What follows belongs to an exercise in optimizing a design on an open flow for small area; a production flow would make more cautious choices.
Only simulation tests tie the RTL to the original design; equivalence was not proved.
Power figures rest on the tool's default switching activity, not on a simulated workload.

Setup of run A:
==> module victim_writeback_buffer, before the edit <==
module victim_writeback_buffer #(
  parameter int DEPTH   = 4,
  parameter int ADDR_W  = 50,
  parameter int BLOCK_W = 512
) (
  input  logic                     clk,
  input  logic                     reset,
  input  logic                     evict_valid,
  input  logic [ADDR_W-1:0]        evict_addr,
  input  logic [BLOCK_W-1:0]       evict_block,
  output logic                     evict_ready,
  output logic                     mem_valid,
  output logic [ADDR_W-1:0]        mem_addr,
  output logic [BLOCK_W-1:0]       mem_block,
  input  logic                     mem_ready,
  input  logic                     snoop_en,
  input  logic [ADDR_W-1:0]        snoop_addr,
  output logic                     snoop_hit,
  output logic [BLOCK_W-1:0]       snoop_block,
  output logic [$clog2(DEPTH):0]   count,
  output logic                     full,
  output logic                     empty
);
  localparam int PTR_W = $clog2(DEPTH);
  localparam int CNT_W = PTR_W + 1;
  logic [ADDR_W-1:0]  addr_q  [DEPTH];
  logic [BLOCK_W-1:0] block_q [DEPTH];
  logic [DEPTH-1:0]   valid_q;             
  logic [PTR_W-1:0]   ord_q   [DEPTH];     
  logic [CNT_W-1:0]   count_q;
  logic [DEPTH-1:0]   ssel_q;              
  logic [DEPTH-1:0]   head_q;              
  logic               push_en, pop_en, coalesce, alloc;
  logic [DEPTH-1:0]   evict_match, snoop_match, head_oh, free_oh;
  logic [PTR_W-1:0]   match_idx, free_idx;
  logic [PTR_W-1:0]   ord_m [DEPTH];
  logic [PTR_W-1:0]   ord_n [DEPTH];
  logic [CNT_W-1:0]   app_pos;
  assign full    = (count_q == CNT_W'(DEPTH));
  assign empty   = (count_q == '0);
  assign pop_en  = !empty && mem_ready;
  assign push_en = evict_valid && !full;
  assign alloc   = push_en && !coalesce;
  assign head_oh = head_q;
  assign evict_ready = !full;
  assign mem_valid   = !empty;
  assign count       = count_q;
  assign snoop_hit   = |ssel_q;
  always_comb begin
    mem_addr    = '0;
    mem_block   = '0;
    snoop_block = '0;
    for (int i = 0; i < DEPTH; i++) begin
      if (head_oh[i]) begin
        mem_addr  = mem_addr  | addr_q[i];
        mem_block = mem_block | block_q[i];
      end
      if (ssel_q[i]) snoop_block = snoop_block | block_q[i];
    end
  end
  always_comb begin
    coalesce  = 1'b0;
    match_idx = '0;
    free_idx  = '0;
    free_oh   = '0;
    for (int i = DEPTH - 1; i >= 0; i--) begin
      evict_match[i] = push_en && valid_q[i] && (addr_q[i] == evict_addr) &&
                       !(pop_en && head_oh[i]);
      snoop_match[i] = valid_q[i] && (addr_q[i] == snoop_addr);
      if (evict_match[i]) begin
        coalesce  = 1'b1;
        match_idx = PTR_W'(i);
      end
      if (!valid_q[i]) free_idx = PTR_W'(i);
    end
    for (int i = 0; i < DEPTH; i++) free_oh[i] = (free_idx == PTR_W'(i));
  end
  always_comb begin
    app_pos = count_q - CNT_W'(pop_en);
    for (int j = 0; j < DEPTH; j++)
      ord_m[j] = (coalesce && ord_q[j] == match_idx) ? free_idx : ord_q[j];
    for (int j = 0; j < DEPTH; j++) begin
      if (pop_en && j < DEPTH - 1) ord_n[j] = ord_m[j+1];
      else                         ord_n[j] = ord_m[j];
      if (alloc && app_pos == CNT_W'(j)) ord_n[j] = free_idx;
    end
  end
  always_ff @(posedge clk) begin
    for (int i = 0; i < DEPTH; i++) begin
      if (!valid_q[i]) begin
        addr_q[i]  <= evict_addr;
        block_q[i] <= evict_block;
      end
    end
  end
  always_ff @(posedge clk) begin
    for (int j = 0; j < DEPTH; j++) ord_q[j] <= ord_n[j];
    for (int i = 0; i < DEPTH; i++) head_q[i] <= (ord_n[0] == PTR_W'(i));
  end
  always_ff @(posedge clk) begin
    if (reset) begin
      valid_q <= '0;
      count_q <= '0;
      ssel_q  <= '0;
    end else begin
      ssel_q <= snoop_en ? snoop_match : '0;
      for (int i = 0; i < DEPTH; i++) begin
        if ((pop_en && head_oh[i]) || (coalesce && match_idx == PTR_W'(i)))
          valid_q[i] <= 1'b0;
        if (push_en && free_oh[i])
          valid_q[i] <= 1'b1;
      end
      if (alloc && !pop_en)      count_q <= count_q + CNT_W'(1);
      else if (!alloc && pop_en) count_q <= count_q - CNT_W'(1);
    end
  end
endmodule
Settings: LEC_CHECK=0, CAP_MARGIN=20, CORE_MARGIN=2, CORE_UTILIZATION=40, SLEW_MARGIN=20; clock period 5.0 ns.
standard.sh (not shown) runs the stock make flow with config.mk's settings and CLKGATE_MAP_FILE= SYNTH_SCRIPT=/design/flow/synth_recipe.tcl, a recipe that flattens the netlist after the stock synthesis.
==> flow/flow/run.sh <==
#!/bin/bash
# Standard ORFS layout with two changes: port buffers use the smallest buffer
# cell, and the clock tree uses clkbuf_8 sink clusters without dummy loads.
set -euo pipefail
bash standard.sh \
  "BUFFER_PORTS_ARGS=-buffer_cell sky130_fd_sc_hd__buf_1" \
  "CTS_ARGS=-sink_clustering_enable -repair_clock_nets -dont_use_dummy_load -buf_list sky130_fd_sc_hd__clkbuf_8 -sink_clustering_size 16 -sink_clustering_max_diameter 50" \
  finish > flow_make.log 2>&1
Inputs modified between run A and run B:
-- flow/design.v --
<<< run A, line 27
  logic [BLOCK_W-1:0] block_q [DEPTH];
  logic [DEPTH-1:0]   valid_q;             
  logic [PTR_W-1:0]   ord_q   [DEPTH];     
  logic [CNT_W-1:0]   count_q;
>>> run B, line 27
  logic [BLOCK_W-1:0] block_q [DEPTH];
  logic [DEPTH-1:0]   valid_q;             
  logic [DEPTH-1:0]   free_q;              
  logic [DEPTH-1:0]   valid_n;
  logic [PTR_W-1:0]   ord_q   [DEPTH];     
  logic [CNT_W-1:0]   count_q;
<<< run A, line 88
  always_ff @(posedge clk) begin
    for (int i = 0; i < DEPTH; i++) begin
      if (!valid_q[i]) begin
        addr_q[i]  <= evict_addr;
        block_q[i] <= evict_block;
      end
    end
  end
>>> run B, line 90
  always_ff @(posedge clk) begin
    for (int i = 0; i < DEPTH; i++) begin
      addr_q[i]  <= ({ADDR_W{free_q[i]}}  & evict_addr)  | ({ADDR_W{valid_q[i]}}  & addr_q[i]);
      block_q[i] <= ({BLOCK_W{free_q[i]}} & evict_block) | ({BLOCK_W{valid_q[i]}} & block_q[i]);
    end
  end
<<< run A, line 98
    for (int i = 0; i < DEPTH; i++) head_q[i] <= (ord_n[0] == PTR_W'(i));
  end
  always_ff @(posedge clk) begin
    if (reset) begin
      valid_q <= '0;
      count_q <= '0;
      ssel_q  <= '0;
    end else begin
      ssel_q <= snoop_en ? snoop_match : '0;
      for (int i = 0; i < DEPTH; i++) begin
        if ((pop_en && head_oh[i]) || (coalesce && match_idx == PTR_W'(i)))
          valid_q[i] <= 1'b0;
        if (push_en && free_oh[i])
          valid_q[i] <= 1'b1;
      end
      if (alloc && !pop_en)      count_q <= count_q + CNT_W'(1);
      else if (!alloc && pop_en) count_q <= count_q - CNT_W'(1);
>>> run B, line 98
    for (int i = 0; i < DEPTH; i++) head_q[i] <= (ord_n[0] == PTR_W'(i));
  end
  always_comb begin
    valid_n = valid_q;
    for (int i = 0; i < DEPTH; i++) begin
      if ((pop_en && head_oh[i]) || (coalesce && match_idx == PTR_W'(i)))
        valid_n[i] = 1'b0;
      if (push_en && free_oh[i])
        valid_n[i] = 1'b1;
    end
  end
  always_ff @(posedge clk) begin
    if (reset) begin
      valid_q <= '0;
      free_q  <= '1;
      count_q <= '0;
      ssel_q  <= '0;
    end else begin
      ssel_q  <= snoop_en ? snoop_match : '0;
      valid_q <= valid_n;
      free_q  <= ~valid_n;
      if (alloc && !pop_en)      count_q <= count_q + CNT_W'(1);
      else if (!alloc && pop_en) count_q <= count_q - CNT_W'(1);
Run B vs. run A: setup slack fell by 440 ps, gate count of the mapped netlist rose by 39%, total CTS buffers rose by 25%. The sequential share of layout area in run B sits 19 points below the value recorded for run A. Run B: first-pass GRT wire length higher than run A. Of run A and run B, the run reporting the higher critical path depth was run B. Run B: total routing resource utilization after global routing is 3.3 points higher than what run A reported. On portion of total power attributed to the clock network, run B tracks run A almost exactly.

## afterwards: timing with drivers on the ports
The flow's constraints put no driver on any port. The routed layouts listed below were extracted and timed again, unchanged, in two steps. Step 1: set_driving_cell puts a clkbuf_16 on clk and a buf_2 on each other input, an assumption about the parent block. Step 2 times the ports against the registers' clock, not the clock port: input delays grow and output delays shrink by t, the midpoint of the rising clock arrivals with the driver on. Three values: ideal ports, drivers, drivers and shift; two values: the first two.
run	shift t [ns]	setup WS [ns]	worst setup path at the end	worst data-port slew with drivers (ns)
run A	1.055	0.573 / 0.471 / 0.352	input to register	0.37
run B	1.125	0.137 / 0.037 / 0.396	input to register	0.28
After both steps every run listed still meets setup and hold. For run A, which loses most, drivers alone change the setup slack by -0.102 ns; drivers and shift together by -0.221 ns.
